This design comes from an exercise in tuning for a short achievable clock period and few clock cycles on the open sky130 flow, not from production work.
Function was checked by simulation only, so behaviour that the tests miss may differ from the original.
Power figures rest on the tool's default switching activity, not on a simulated workload.

==> branch nickel <==
## core
module core (
  input  logic               clk,
  input  logic               rst_n,
  input  core_pkg::xlen_t    boot_addr,
  input  core_pkg::xlen_t    instr_fromsram,
  input  core_pkg::xlen_t    dsram_rdata,
  output logic               isram_cs,
  output core_pkg::iaddr_t   isram_adr,
  output core_pkg::xlen_t    dsram_addr,
  output logic               dsram_cs,
  output logic               dsram_we,
  output core_pkg::byte_en_t dsram_ben,
  output core_pkg::xlen_t    dsram_wdata
);
clock: 6.3 ns
lec_check: 0
cap_margin: 20
core_margin: 2
core_utilization: 40
place_density: 0.6
setup_slack_margin: 3.8
slew_margin: 20
tns_end_percent: 100
standard.sh (not shown) runs the stock make flow with config.mk's settings and CLKGATE_MAP_FILE= SYNTH_SCRIPT=/design/flow/synth_recipe.tcl, a recipe that flattens the netlist after the stock synthesis.
==> flow/flow/run.sh <==
#!/bin/bash
# The standard layout (standard.sh), with one change to synthesis: logic is
# mapped by ABC with a delay-driven script (flow/speed.abc) and without the
# full-adder cells. Registers come out exactly as in the standard synthesis.
set -euo pipefail
W=$(pwd)
{ head -n 1 synth_recipe.tcl; cat flow/abc_override.tcl; tail -n +2 synth_recipe.tcl; } > own_synth.tcl
export OWN_ABC_SCRIPT=$W/flow/speed.abc
bash standard.sh SYNTH_SCRIPT=$W/own_synth.tcl ADDER_MAP_FILE= synth > synth.log 2>&1
bash standard.sh SYNTH_SCRIPT=$W/own_synth.tcl ADDER_MAP_FILE= finish > layout.log 2>&1
==> flow/flow/abc_override.tcl <==
# Every abc call maps with flow/speed.abc (a delay-driven script) in place of
# the script the flow names. abc sees only the logic between registers.
proc abc {args} {
  set i [lsearch $args -script]
  if {$i >= 0} { lset args [expr {$i + 1}] $::env(OWN_ABC_SCRIPT) }
  yosys abc {*}$args
}
==> flow/flow/speed.abc <==
strash
dch
map -D 1000
buffer -c
topo
stime -c
upsize -c -D 1000
dnsize -c -D 1000
==> branch willow: changes against branch nickel <==
--- a/flow/design.v
+++ b/flow/design.v
@@ -158,22 +158,22 @@
   input  logic                clk,
   input  logic                clr,
   input  logic [31:0]         rs1_oh,
   input  logic [31:0]         rs2_oh,
   input  logic [31:1]         we,
   input  core_pkg::xlen_t     wd,
-  output core_pkg::xlen_t     rs1_val,
-  output core_pkg::xlen_t     rs2_val
+  output logic [3:0][31:0]    rs1_part,
+  output logic [3:0][31:0]    rs2_part
 );
   logic [31:1][31:0] regs;
   always_comb begin
-    rs1_val = '0;
-    rs2_val = '0;
+    rs1_part = '0;
+    rs2_part = '0;
     for (int i = 1; i < 32; i++) begin
-      rs1_val = rs1_val | (regs[i] & {32{rs1_oh[i]}});
-      rs2_val = rs2_val | (regs[i] & {32{rs2_oh[i]}});
+      rs1_part[i / 8] = rs1_part[i / 8] | (regs[i] & {32{rs1_oh[i]}});
+      rs2_part[i / 8] = rs2_part[i / 8] | (regs[i] & {32{rs2_oh[i]}});
     end
   end
   for (genvar i = 1; i < 32; i++) begin : g_reg
     always_ff @(posedge clk) begin
       if (clr) begin
         regs[i] <= '0;
@@ -250,14 +250,14 @@
     .ir_rs2_oh      (ir_rs2_oh),
     .ir_valid       (ir_valid)
   );
   logic            d_valid;
   core_pkg::xlen_t d_ir;
   core_pkg::pdec_t pd;
-  core_pkg::xlen_t d_rf1;      
-  core_pkg::xlen_t d_rf2;
+  logic [3:0][31:0] d_rf1;     
+  logic [3:0][31:0] d_rf2;
   logic            d_held;     
   core_pkg::xlen_t d_hold1;    
   core_pkg::xlen_t d_hold2;
   logic            q1e, q1m, q1wl, q1wa, q1x, q1y;
   logic            q2e, q2m, q2wl, q2wa, q2x, q2y;
   logic            e_wr;       
@@ -278,13 +278,14 @@
   logic            e_sm, e_sw;
   logic            m_wr;
   logic            m_load;
   core_pkg::reg_idx_t m_rd;
   core_pkg::xlen_t m_res;
   core_pkg::xlen_t m_fa;       
-  core_pkg::xlen_t m_fb;       
+  core_pkg::xlen_t m_fbp;      
+  core_pkg::xlen_t m_fbn;      
   logic            m_cs;
   logic            m_we;
   logic [3:0]      m_ben;
   logic [29:0]     m_addr;
   core_pkg::xlen_t m_wdata;
   logic            w_wr;
@@ -300,25 +301,25 @@
   logic            rf_clr_n;
   assign dsram_cs    = m_cs;
   assign dsram_we    = m_we;
   assign dsram_addr  = {m_addr, 2'b00};
   assign dsram_ben   = m_ben;
   assign dsram_wdata = m_wdata;
-  core_pkg::xlen_t rf1, rf2;
+  logic [3:0][31:0] rf1, rf2;
   always_ff @(posedge clk) begin
     rf_clr_n <= rst_n;
   end
   regfile regfile_u (
     .clk     (clk),
     .clr     (~rf_clr_n),
     .rs1_oh  (ir_rs1_oh),
     .rs2_oh  (ir_rs2_oh),
     .we      (x_we),
     .wd      (x_val),
-    .rs1_val (rf1),
-    .rs2_val (rf2)
+    .rs1_part (rf1),
+    .rs2_part (rf2)
   );
   core_pkg::reg_idx_t r_rs1, r_rs2, rd;
   logic            d_wr;
   logic            n1e, n1m, n1wl, n1wa, n1x, n1y;
   logic            n2e, n2m, n2wl, n2wa, n2x, n2y;
   assign r_rs1 = ir[19:15];
@@ -347,14 +348,14 @@
     if (!rst_n || stall) begin
       stall_q <= 1'b0;
     end else begin
       stall_q <= ir_valid & d_valid & pd.lw & ((ir_pd.uses1 & n1e) | (ir_pd.uses2 & n2e));
     end
   end
-  assign base1 = d_held ? d_hold1 : d_rf1;
-  assign base2 = d_held ? d_hold2 : d_rf2;
+  assign base1 = d_held ? d_hold1 : (d_rf1[0] | d_rf1[1] | d_rf1[2] | d_rf1[3]);
+  assign base2 = d_held ? d_hold2 : (d_rf2[0] | d_rf2[1] | d_rf2[2] | d_rf2[3]);
   always_comb begin
     if (q1m) begin
       v1 = m_res;
     end else if (q1wl) begin
       v1 = dsram_rdata;
     end else if (q1wa) begin
@@ -450,13 +451,13 @@
     e_ops   <= (f2m | f2w) ? '0 : v2;
     e_sm    <= f2m;
     e_sw    <= f2w;
   end
   core_pkg::xlen_t a, b, s, sum, res;
   assign a = m_fa | ({32{e_aw}} & dsram_rdata) | e_opa;
-  assign b = m_fb | ({32{e_bwp}} & dsram_rdata) | ({32{e_bwn}} & ~dsram_rdata) | e_opb;
+  assign b = m_fbp | m_fbn | ({32{e_bwp}} & dsram_rdata) | ({32{e_bwn}} & ~dsram_rdata) | e_opb;
   assign s = ({32{e_sm}} & m_res) | ({32{e_sw}} & dsram_rdata) | e_ops;
   adder32 adder_u (
     .a   (a),
     .b   (b),
     .cin (e_sub),
     .sum (sum)
@@ -477,13 +478,14 @@
     end
   end
   always_ff @(posedge clk) begin
     m_rd    <= e_rd;
     m_res   <= res;
     m_fa    <= (d_go & ~pd.lui & f1m) ? res : '0;
-    m_fb    <= (d_go & pd.op & f2m) ? (res ^ {32{pd.sub}}) : '0;
+    m_fbp   <= (d_go & pd.op & f2m & ~pd.sub) ? res : '0;
+    m_fbn   <= (d_go & pd.op & f2m & pd.sub) ? ~res : '0;
     m_addr  <= sum[31:2];
     case (e_size)
       2'b00: begin
         m_ben   <= 4'b0001 << sum[1:0];
         m_wdata <= {4{s[7:0]}};
       end
--- a/flow/config.mk
+++ b/flow/config.mk
@@ -5,10 +5,10 @@
 export SDC_FILE = /design/flow/constraint.sdc
 export NUM_CORES = 4
 export LEC_CHECK = 0
 export CAP_MARGIN = 20
 export CORE_MARGIN = 2
 export CORE_UTILIZATION = 40
-export PLACE_DENSITY = 0.6
+export PLACE_DENSITY = 0.55
 export SETUP_SLACK_MARGIN = 3.8
 export SLEW_MARGIN = 20
 export TNS_END_PERCENT = 100
==> branch yarrow: changes against branch nickel <==
--- a/flow/design.v
+++ b/flow/design.v
@@ -158,22 +158,22 @@
   input  logic                clk,
   input  logic                clr,
   input  logic [31:0]         rs1_oh,
   input  logic [31:0]         rs2_oh,
   input  logic [31:1]         we,
   input  core_pkg::xlen_t     wd,
-  output core_pkg::xlen_t     rs1_val,
-  output core_pkg::xlen_t     rs2_val
+  output logic [3:0][31:0]    rs1_part,
+  output logic [3:0][31:0]    rs2_part
 );
   logic [31:1][31:0] regs;
   always_comb begin
-    rs1_val = '0;
-    rs2_val = '0;
+    rs1_part = '0;
+    rs2_part = '0;
     for (int i = 1; i < 32; i++) begin
-      rs1_val = rs1_val | (regs[i] & {32{rs1_oh[i]}});
-      rs2_val = rs2_val | (regs[i] & {32{rs2_oh[i]}});
+      rs1_part[i / 8] = rs1_part[i / 8] | (regs[i] & {32{rs1_oh[i]}});
+      rs2_part[i / 8] = rs2_part[i / 8] | (regs[i] & {32{rs2_oh[i]}});
     end
   end
   for (genvar i = 1; i < 32; i++) begin : g_reg
     always_ff @(posedge clk) begin
       if (clr) begin
         regs[i] <= '0;
@@ -250,19 +250,18 @@
     .ir_rs2_oh      (ir_rs2_oh),
     .ir_valid       (ir_valid)
   );
   logic            d_valid;
   core_pkg::xlen_t d_ir;
   core_pkg::pdec_t pd;
-  core_pkg::xlen_t d_rf1;      
-  core_pkg::xlen_t d_rf2;
-  logic            d_held;     
+  logic [3:0][31:0] d_rf1;     
+  logic [3:0][31:0] d_rf2;
   core_pkg::xlen_t d_hold1;    
   core_pkg::xlen_t d_hold2;
-  logic            q1e, q1m, q1wl, q1wa, q1x, q1y;
-  logic            q2e, q2m, q2wl, q2wa, q2x, q2y;
+  logic            q1e, q1m, q1wl, q1wa, q1x, q1y, q1h, q1r;
+  logic            q2e, q2m, q2wl, q2wa, q2x, q2y, q2h, q2r;
   logic            e_wr;       
   logic            e_load;
   logic            e_store;
   core_pkg::reg_idx_t e_rd;
   logic            e_sub;
   logic            e_arith;    
@@ -270,21 +269,20 @@
   logic            e_or;
   logic            e_xor;
   logic [1:0]      e_size;
   core_pkg::xlen_t e_opa;
   core_pkg::xlen_t e_opb;      
   core_pkg::xlen_t e_ops;
-  logic            e_aw;
-  logic            e_bwp, e_bwn;
-  logic            e_sm, e_sw;
+  logic            e_sm;
   logic            m_wr;
   logic            m_load;
   core_pkg::reg_idx_t m_rd;
   core_pkg::xlen_t m_res;
   core_pkg::xlen_t m_fa;       
-  core_pkg::xlen_t m_fb;       
+  core_pkg::xlen_t m_fbp;      
+  core_pkg::xlen_t m_fbn;      
   logic            m_cs;
   logic            m_we;
   logic [3:0]      m_ben;
   logic [29:0]     m_addr;
   core_pkg::xlen_t m_wdata;
   logic            w_wr;
@@ -300,30 +298,41 @@
   logic            rf_clr_n;
   assign dsram_cs    = m_cs;
   assign dsram_we    = m_we;
   assign dsram_addr  = {m_addr, 2'b00};
   assign dsram_ben   = m_ben;
   assign dsram_wdata = m_wdata;
-  core_pkg::xlen_t rf1, rf2;
+  logic [3:0][31:0] rf1, rf2;
   always_ff @(posedge clk) begin
     rf_clr_n <= rst_n;
   end
   regfile regfile_u (
     .clk     (clk),
     .clr     (~rf_clr_n),
     .rs1_oh  (ir_rs1_oh),
     .rs2_oh  (ir_rs2_oh),
     .we      (x_we),
     .wd      (x_val),
-    .rs1_val (rf1),
-    .rs2_val (rf2)
+    .rs1_part (rf1),
+    .rs2_part (rf2)
   );
   core_pkg::reg_idx_t r_rs1, r_rs2, rd;
   logic            d_wr;
   logic            n1e, n1m, n1wl, n1wa, n1x, n1y;
   logic            n2e, n2m, n2wl, n2wa, n2x, n2y;
+  logic [7:0]      o1, o2;    
+  function automatic logic [7:0] youngest(input logic e, m, wl, wa, x, y);
+    youngest[7] = e;
+    youngest[6] = ~e & m;
+    youngest[5] = ~e & ~m & wl;
+    youngest[4] = ~e & ~m & wa;
+    youngest[3] = ~e & ~m & ~wl & ~wa & x;
+    youngest[2] = ~e & ~m & ~wl & ~wa & ~x & y;
+    youngest[1] = 1'b0;
+    youngest[0] = ~(e | m | wl | wa | x | y);
+  endfunction
   assign r_rs1 = ir[19:15];
   assign r_rs2 = ir[24:20];
   assign rd    = d_ir[11:7];
   assign d_wr  = d_valid & pd.wr;
   assign n1e  = d_wr & (rd == r_rs1);
   assign n1m  = e_wr & (e_rd == r_rs1);
@@ -334,55 +343,37 @@
   assign n2e  = d_wr & (rd == r_rs2);
   assign n2m  = e_wr & (e_rd == r_rs2);
   assign n2wl = m_wr & m_load & (m_rd == r_rs2);
   assign n2wa = m_wr & ~m_load & (m_rd == r_rs2);
   assign n2x  = w_wr & (w_rd == r_rs2);
   assign n2y  = x_wr & (x_rd == r_rs2);
+  assign o1   = youngest(n1e, n1m, n1wl, n1wa, n1x, n1y);
+  assign o2   = youngest(n2e, n2m, n2wl, n2wa, n2x, n2y);
   core_pkg::xlen_t v1, v2;
-  core_pkg::xlen_t base1, base2;
   core_pkg::xlen_t imm;
-  logic stall_q;
-  assign stall   = stall_q;
+  logic [1:0] stall_cnt;
+  logic       ld_near, ld_far;
+  assign ld_near = ir_valid & d_valid & pd.lw & ((ir_pd.uses1 & n1e) | (ir_pd.uses2 & n2e));
+  assign ld_far  = ir_valid & e_load & ((ir_pd.uses1 & n1m) | (ir_pd.uses2 & n2m));
+  assign stall   = (stall_cnt != 2'd0);
   assign advance = ~stall;
   always_ff @(posedge clk) begin
-    if (!rst_n || stall) begin
-      stall_q <= 1'b0;
-    end else begin
-      stall_q <= ir_valid & d_valid & pd.lw & ((ir_pd.uses1 & n1e) | (ir_pd.uses2 & n2e));
-    end
-  end
-  assign base1 = d_held ? d_hold1 : d_rf1;
-  assign base2 = d_held ? d_hold2 : d_rf2;
-  always_comb begin
-    if (q1m) begin
-      v1 = m_res;
-    end else if (q1wl) begin
-      v1 = dsram_rdata;
-    end else if (q1wa) begin
-      v1 = w_res;
-    end else if (q1x) begin
-      v1 = x_val;
-    end else if (q1y) begin
-      v1 = y_val;
-    end else begin
-      v1 = base1;
-    end
-    if (q2m) begin
-      v2 = m_res;
-    end else if (q2wl) begin
-      v2 = dsram_rdata;
-    end else if (q2wa) begin
-      v2 = w_res;
-    end else if (q2x) begin
-      v2 = x_val;
-    end else if (q2y) begin
-      v2 = y_val;
+    if (!rst_n) begin
+      stall_cnt <= 2'd0;
+    end else if (stall) begin
+      stall_cnt <= stall_cnt - 2'd1;
     end else begin
-      v2 = base2;
+      stall_cnt <= ld_near ? 2'd2 : (ld_far ? 2'd1 : 2'd0);
     end
   end
+  assign v1 = ({32{q1m}} & m_res) | ({32{q1wl}} & dsram_rdata) | ({32{q1wa}} & w_res) |
+              ({32{q1x}} & x_val) | ({32{q1y}} & y_val) | ({32{q1h}} & d_hold1) |
+              ({32{q1r}} & (d_rf1[0] | d_rf1[1] | d_rf1[2] | d_rf1[3]));
+  assign v2 = ({32{q2m}} & m_res) | ({32{q2wl}} & dsram_rdata) | ({32{q2wa}} & w_res) |
+              ({32{q2x}} & x_val) | ({32{q2y}} & y_val) | ({32{q2h}} & d_hold2) |
+              ({32{q2r}} & (d_rf2[0] | d_rf2[1] | d_rf2[2] | d_rf2[3]));
   always_comb begin
     if (pd.lui) begin
       imm = {d_ir[31:12], 12'h000};
     end else if (pd.st) begin
       imm = {{20{d_ir[31]}}, d_ir[31:25], d_ir[11:7]};
     end else begin
@@ -396,34 +387,31 @@
       d_valid <= ir_valid;
     end
   end
   always_ff @(posedge clk) begin
     d_rf1   <= rf1;
     d_rf2   <= rf2;
-    d_held  <= stall;
     d_hold1 <= v1;
     d_hold2 <= v2;
   end
   always_ff @(posedge clk) begin
     if (advance) begin
       d_ir <= ir;
       pd   <= ir_pd;
-      {q1e, q1m, q1wl, q1wa, q1x, q1y} <= {n1e, n1m, n1wl, n1wa, n1x, n1y};
-      {q2e, q2m, q2wl, q2wa, q2x, q2y} <= {n2e, n2m, n2wl, n2wa, n2x, n2y};
+      {q1e, q1m, q1wl, q1wa, q1x, q1y, q1h, q1r} <= o1;
+      {q2e, q2m, q2wl, q2wa, q2x, q2y, q2h, q2r} <= o2;
     end else begin
-      {q1e, q1m, q1wl, q1wa, q1x, q1y} <=
-        {1'b0, q1e, q1m & m_load, q1m & ~m_load, q1wl | q1wa, q1x};
-      {q2e, q2m, q2wl, q2wa, q2x, q2y} <=
-        {1'b0, q2e, q2m & m_load, q2m & ~m_load, q2wl | q2wa, q2x};
+      {q1e, q1m, q1wl, q1wa, q1x, q1y, q1h, q1r} <=
+        {1'b0, q1e, q1m & m_load, q1m & ~m_load, q1wl | q1wa, q1x, q1y | q1h | q1r, 1'b0};
+      {q2e, q2m, q2wl, q2wa, q2x, q2y, q2h, q2r} <=
+        {1'b0, q2e, q2m & m_load, q2m & ~m_load, q2wl | q2wa, q2x, q2y | q2h | q2r, 1'b0};
     end
   end
-  logic f1m, f1w, f2m, f2w;    
+  logic f1m, f2m;              
   assign f1m = q1e;
-  assign f1w = ~q1e & q1m & m_load;
   assign f2m = q2e;
-  assign f2w = ~q2e & q2m & m_load;
   logic d_go;
   assign d_go = d_valid & ~stall & (pd.op | pd.addi | pd.lui | pd.lw | pd.st);
   always_ff @(posedge clk) begin
     if (!rst_n || !d_go) begin
       e_wr    <= 1'b0;
       e_load  <= 1'b0;
@@ -439,25 +427,21 @@
     e_sub   <= pd.sub;
     e_arith <= ~(pd.land | pd.lor | pd.lxor);
     e_and   <= pd.land;
     e_or    <= pd.lor;
     e_xor   <= pd.lxor;
     e_size  <= d_ir[13:12];
-    e_opa   <= (pd.lui | f1m | f1w) ? '0 : v1;
-    e_aw    <= ~pd.lui & f1w;
-    e_opb   <= pd.op ? ((f2m | f2w) ? '0 : (v2 ^ {32{pd.sub}})) : imm;
-    e_bwp   <= pd.op & f2w & ~pd.sub;
-    e_bwn   <= pd.op & f2w & pd.sub;
-    e_ops   <= (f2m | f2w) ? '0 : v2;
+    e_opa   <= (pd.lui | f1m) ? '0 : v1;
+    e_opb   <= pd.op ? (f2m ? '0 : (v2 ^ {32{pd.sub}})) : imm;
+    e_ops   <= f2m ? '0 : v2;
     e_sm    <= f2m;
-    e_sw    <= f2w;
   end
   core_pkg::xlen_t a, b, s, sum, res;
-  assign a = m_fa | ({32{e_aw}} & dsram_rdata) | e_opa;
-  assign b = m_fb | ({32{e_bwp}} & dsram_rdata) | ({32{e_bwn}} & ~dsram_rdata) | e_opb;
-  assign s = ({32{e_sm}} & m_res) | ({32{e_sw}} & dsram_rdata) | e_ops;
+  assign a = m_fa | e_opa;
+  assign b = m_fbp | m_fbn | e_opb;
+  assign s = ({32{e_sm}} & m_res) | e_ops;
   adder32 adder_u (
     .a   (a),
     .b   (b),
     .cin (e_sub),
     .sum (sum)
   );
@@ -477,13 +461,14 @@
     end
   end
   always_ff @(posedge clk) begin
     m_rd    <= e_rd;
     m_res   <= res;
     m_fa    <= (d_go & ~pd.lui & f1m) ? res : '0;
-    m_fb    <= (d_go & pd.op & f2m) ? (res ^ {32{pd.sub}}) : '0;
+    m_fbp   <= (d_go & pd.op & f2m & ~pd.sub) ? res : '0;
+    m_fbn   <= (d_go & pd.op & f2m & pd.sub) ? ~res : '0;
     m_addr  <= sum[31:2];
     case (e_size)
       2'b00: begin
         m_ben   <= 4'b0001 << sum[1:0];
         m_wdata <= {4{s[7:0]}};
       end
--- a/flow/config.mk
+++ b/flow/config.mk
@@ -5,10 +5,12 @@
 export SDC_FILE = /design/flow/constraint.sdc
 export NUM_CORES = 4
 export LEC_CHECK = 0
 export CAP_MARGIN = 20
 export CORE_MARGIN = 2
 export CORE_UTILIZATION = 40
-export PLACE_DENSITY = 0.6
+export CTS_CLUSTER_DIAMETER = 100
+export CTS_CLUSTER_SIZE = 30
+export PLACE_DENSITY = 0.55
 export SETUP_SLACK_MARGIN = 3.8
 export SLEW_MARGIN = 20
 export TNS_END_PERCENT = 100
==> notes <==
Synthesized area: branch willow > branch yarrow > branch nickel. Global-route usage: branch nickel > branch willow > branch yarrow. Die area: branch nickel < branch yarrow < branch willow. Sequential power, highest first: branch yarrow, branch willow, branch nickel. Of branch nickel and branch willow, branch willow has the higher cell area (gap 1.5%, measured against branch willow).
==> figures <==
quantity	branch willow	branch yarrow	branch nickel
Post-Layout Inst Area	98500 sq um	88400 sq um	97000 sq um
Detailed-route vias per instance	6.25	6.16	6.49
Final worst clock skew	0.0320 ns	0.0460 ns	0.0383 ns
Status	no timing/DRC/antenna violations	no timing/DRC/antenna violations	no timing/DRC/antenna violations
DIE AREA	209000 sq um	206000 sq um	198000 sq um
CTS Buf Count	220	83	197
Top achievable clock speed	348 MHz	395 MHz	293 MHz
Global-route wire length before repair	504000 um	456000 um	508000 um
Terminating pin of the worst hold path	w_res[0]	y_val[15]	e_xor
Area growth, synth to finish	20.0%	9.18%	24.7%
Met3 layer usage reported by global route	8.66%	8.02%	12.1%
Testbench counts of branch nickel, summed over its fixed seeds: cycles 12,662.
Testbench counts of branch willow, summed over its fixed seeds: cycles 12,662.
Testbench counts of branch yarrow, summed over its fixed seeds: cycles 13,341.

[afterwards: timing with drivers on the ports]
In the flow no input, the clock included, has a driving cell. The finished layouts below were timed again as built, in two steps.
Step 1 (the two cells are an assumption about what drives the block):
set clk [get_ports {clk}]
set_driving_cell -lib_cell sky130_fd_sc_hd__clkbuf_16 $clk
set_driving_cell -lib_cell sky130_fd_sc_hd__buf_2 [delete_from_list [all_inputs] $clk]
Step 2 moves the port delays by t, midway between the first and last clock arrival at a register: inputs arrive t later, outputs are due t later. That takes back most of the time a late clock gives input paths.
Three values: ideal ports, drivers, drivers and shift; two values: the first two.
| run | shift t [ns] | setup WS [ns] | clock arrival spread, ns | worst slew at a driven data input, ns | pins driven straight from the clock port |
|---|---|---|---|---|---|
| branch nickel | 0.946 | 2.893 / 2.893 / 2.496 | 0.042 / 0.042 | 0.09 | 1 |
| branch willow | 0.964 | 3.424 / 3.424 / 2.561 | 0.036 / 0.036 | 0.12 | 1 |
| branch yarrow | 0.852 | 3.766 / 3.674 / 3.030 | 0.054 / 0.054 | 0.19 | 1 |
After both steps every run listed still meets setup and hold. The setup slack of branch willow, which loses most, moves by 0.000 ns with the drivers and by -0.863 ns with both steps.
